From an optimization exercise on the open Yosys and OpenROAD flow, aimed at small area and a short achievable clock period; shortcuts taken in it are not production practice.

// sdf_fft_top
module sdf_fft_top
(
	input  logic        CLK,
	input  logic        RST,
	input  logic        valid_i,	 
	input  logic [23:0] data_i,	 
	output logic        valid_o,
	output logic        first_o,	 
	output logic [31:0] data_o	 
)
;
	localparam logic [3:0] LAG = 4'd15;
	logic        v0;
	logic        v1;
	logic        v2;
	logic        vt;
	logic        v3;
	logic [23:0] d0;
	logic [25:0] d1;
	logic [27:0] d2;
	logic [27:0] dt;
	logic [29:0] d3;
	logic [3:0]  out_cnt;
	logic [3:0]  out_pos;
	logic        primed;	 
	logic        at_bin0;
	always_ff @(posedge CLK or posedge RST)
	begin
		if (RST)
			v0 <= 1'b0;
		else
			v0 <= valid_i;
	end
	always_ff @(posedge CLK)
		d0 <= data_i;
	sdf_bf_stage #(
		.DEPTH       (8),
		.ROT_MINUS_J (1'b1),
		.IW          (12),
		.OW          (13)
	) u_stage1 (
		.CLK     (CLK),
		.RST     (RST),
		.valid_i (v0),
		.data_i  (d0),
		.valid_o (v1),
		.data_o  (d1)
	);
==> flow/config.mk <==
export PLATFORM = sky130hd
export DESIGN_NAME = sdf_fft_top
export DESIGN_NICKNAME = sdf_fft_top
export VERILOG_FILES = /design/flow/design.v
export SDC_FILE = /design/flow/constraint.sdc
export NUM_CORES = 4
export LEC_CHECK = 0
export CAP_MARGIN = 20
export CORE_MARGIN = 2
export CORE_UTILIZATION = 55
export CTS_CLUSTER_DIAMETER = 150
export CTS_CLUSTER_SIZE = 25
export SLEW_MARGIN = 20
==> flow/constraint.sdc <==
create_clock -name core_clock -period 11.0 [get_ports {CLK}]
set_input_delay 2.2000 -clock core_clock [delete_from_list [all_inputs] [get_ports {CLK}]]
set_output_delay 2.2000 -clock core_clock [all_outputs]
set_load 0.01 [all_outputs]
standard.sh (not shown) runs the stock make flow with config.mk's settings and CLKGATE_MAP_FILE= SYNTH_SCRIPT=/design/flow/synth_recipe.tcl, a recipe that flattens the netlist after the stock synthesis.
==> flow/flow/run.sh <==
#!/bin/bash
# Layout flow: the standard flow, with the port buffers made of buf_2
# cells instead of the resizer's default choice (a delay buffer).
# Timing repair aims for 7.7 ns of setup slack (a 3.3 ns cycle) instead of zero.
# Every step's full output goes to standard_flow.log in this folder.
set -euo pipefail
export BUFFER_PORTS_ARGS="-buffer_cell sky130_fd_sc_hd__buf_2"
export SETUP_SLACK_MARGIN=7.7
bash standard.sh > standard_flow.log 2>&1
The baseline finished clean.
Next try:
==> flow/flow/run.sh (replaced) <==
#!/bin/bash
# Layout flow: the standard flow, with the port buffers made of buf_2
# cells instead of the resizer's default choice (a delay buffer).
# Timing repair aims for 7.5 ns of setup slack (a 3.5 ns cycle) instead of zero.
# Every step's full output goes to standard_flow.log in this folder.
set -euo pipefail
export BUFFER_PORTS_ARGS="-buffer_cell sky130_fd_sc_hd__buf_2"
export SETUP_SLACK_MARGIN=7.5
bash standard.sh > standard_flow.log 2>&1
CORE_UTILIZATION = 40   (was 55)
What happened: The new run finished with timing, DRC and antenna clean; utilization drops by 16 points; clock-buffer cell count grows by 2; fmax drops by 1.8%; synthesized cell count does not change; area after synthesis stays the same; worst hold slack stays flat; via count decreases by 2.4%.
Next try:
==> flow/flow/run.sh (replaced) <==
#!/bin/bash
# Layout flow: the standard flow, with the port buffers made of buf_2
# cells instead of the resizer's default choice (a delay buffer).
# Timing repair aims for 7.7 ns of setup slack (a 3.3 ns cycle) instead of zero.
# Every step's full output goes to standard_flow.log in this folder.
set -euo pipefail
export BUFFER_PORTS_ARGS="-buffer_cell sky130_fd_sc_hd__buf_2"
export SETUP_SLACK_MARGIN=7.7
bash standard.sh > standard_flow.log 2>&1
CORE_UTILIZATION = 60   (was 40)
PLACE_DENSITY = 0.7   (was unset)
Wire length shrinks slightly.
Synthesized cell count does not change.
Via count rises slightly.
Setup slack gets better by 0.045 ns.
Global-route usage rises by 7.2 points.
Next try:
CORE_UTILIZATION = 40   (was 60)
PLACE_DENSITY = unset   (was 0.7)
After rerunning: Critical path depth stays the same. Setup slack is worse by 0.020 ns. Clock-buffer cell count went up by 1.
No functional check of the RTL was part of any run of this note.

* * *

Another version of the RTL of sdf_fft_top (not shown whole).
Size: ~3700 cells after synthesis, roughly 820 flip-flops, roughly 44000 um2 of cells after synthesis.
Design sdf_fft_top, start of the top module:
module sdf_fft_top
(
	input  logic        CLK,
	input  logic        RST,
	input  logic        valid_i,	 
	input  logic [23:0] data_i,	 
	output logic        valid_o,
	output logic        first_o,	 
	output logic [31:0] data_o	 
)
;
	localparam logic [3:0] LAG = 4'd15;
	logic        v0;
	logic        v1;
	logic        v2;
	logic        vt;
	logic        v3;
	logic [23:0] d0;
	logic [25:0] d1;
	logic [27:0] d2;
	logic [27:0] dt;
	logic [29:0] d3;
	logic [3:0]  out_cnt;
	logic [3:0]  out_pos;
	logic        primed;	 
	logic        at_bin0;
	always_ff @(posedge CLK or posedge RST)
	begin
		if (RST)
			v0 <= 1'b0;
		else
			v0 <= valid_i;
	end
	always_ff @(posedge CLK)
		d0 <= data_i;
	sdf_bf_stage #(
		.DEPTH       (8),
		.ROT_MINUS_J (1'b1),
		.IW          (12),
		.OW          (13)
	) u_stage1 (
		.CLK     (CLK),
		.RST     (RST),
		.valid_i (v0),
		.data_i  (d0),
		.valid_o (v1),
		.data_o  (d1)
	);
export LEC_CHECK = 0
export CAP_MARGIN = 20
export CORE_MARGIN = 2
export CORE_UTILIZATION = 60
export CTS_CLUSTER_DIAMETER = 150
export CTS_CLUSTER_SIZE = 25
export PLACE_DENSITY = 0.7
export SLEW_MARGIN = 20
create_clock -name core_clock -period 11.0 [get_ports {CLK}]
==> flow/flow/run.sh <==
#!/bin/bash
# Layout flow: the standard flow, with the port buffers made of buf_2
# cells instead of the resizer's default choice (a delay buffer), a clock
# tree clustered in one level of sink buffers, and timing repair aiming for
# 7.7 ns of setup slack (a 3.3 ns cycle) instead of zero.
# Every step's full output goes to standard_flow.log in this folder.
set -euo pipefail
export BUFFER_PORTS_ARGS="-buffer_cell sky130_fd_sc_hd__buf_2"
export SETUP_SLACK_MARGIN=7.7
export CTS_ARGS="-sink_clustering_enable -repair_clock_nets -sink_clustering_size 25 -sink_clustering_max_diameter 150 -sink_clustering_levels 1"
bash standard.sh > standard_flow.log 2>&1
Change:
==> flow/flow/run.sh (replaced) <==
#!/bin/bash
# Layout flow: the standard flow, with the port buffers made of buf_2
# cells instead of the resizer's default choice (a delay buffer).
# Timing repair aims for 7.7 ns of setup slack (a 3.3 ns cycle) instead of zero.
# Every step's full output goes to standard_flow.log in this folder.
set -euo pipefail
export BUFFER_PORTS_ARGS="-buffer_cell sky130_fd_sc_hd__buf_2"
export SETUP_SLACK_MARGIN=7.7
bash standard.sh > standard_flow.log 2>&1
- CORE_UTILIZATION: 60 -> 70
- PLACE_DENSITY: 0.7 -> 0.8
What happened: The new run finished clean. Design area stays flat. Utilization is higher by 10 points. Global-route usage went up by 5.7 points. Worst hold slack gets worse by 0.0035 ns. Via count climbs by a few percent. Critical path depth does not change.
Change:
- CORE_UTILIZATION: 70 -> 60
- PLACE_DENSITY: 0.8 -> 0.7
- setup slack gets worse by 0.0090 ns
- non-clock buffer count goes down by 14
- final area stays flat
- wire length fell by 7.8%
- hold slack improves by 0.0035 ns
- global-route usage drops by 5.7 points
- register-to-register slack barely changes
- area after synthesis does not change
- first-iteration DRC count falls by 28%
- clock-buffer cell count stays the same
- maximum frequency stays flat
Function was not checked in any run of this note: the RTL went through the layout flow alone.

-- port drivers added, routing unchanged --
In the flow no input, the clock included, has a driving cell. The finished layouts below were timed again as built, in two steps. Step 1, drivers: a clkbuf_16 drives CLK and a buf_2 each remaining input, both assumed. Step 2 adds t to the input delays and takes it off the output delays; t is the mean of the earliest and latest rising clock arrival at the registers after step 1. Input paths then give back, and output paths get back, about the clock's delay inside the block. a / b / c = ideal / step 1 / step 2; a / b = the first two.
run | shift t [ns] | setup slack, ns | latest minus earliest clock arrival (ns) | worst data-port slew with drivers (ns)
the first run of note 1 | 0.665 | 7.697 / 7.626 / 7.710 | 0.027 / 0.027 | 0.04
the second run of note 1 | 0.688 | 7.638 / 7.581 / 7.638 | 0.039 / 0.039 | 0.03
the third run of note 1 | 0.667 | 7.683 / 7.620 / 7.702 | 0.034 / 0.034 | 0.03
the fourth run of note 1 | 0.697 | 7.663 / 7.595 / 7.726 | 0.040 / 0.041 | 0.03
the first run of note 2 | 0.672 | 7.691 / 7.627 / 7.738 | 0.033 / 0.033 | 0.03
the second run of note 2 | 0.667 | 7.700 / 7.635 / 7.738 | 0.031 / 0.031 | 0.03
the third run of note 2 | 0.672 | 7.691 / 7.627 / 7.738 | 0.033 / 0.033 | 0.03
After both steps every run listed still meets setup and hold.
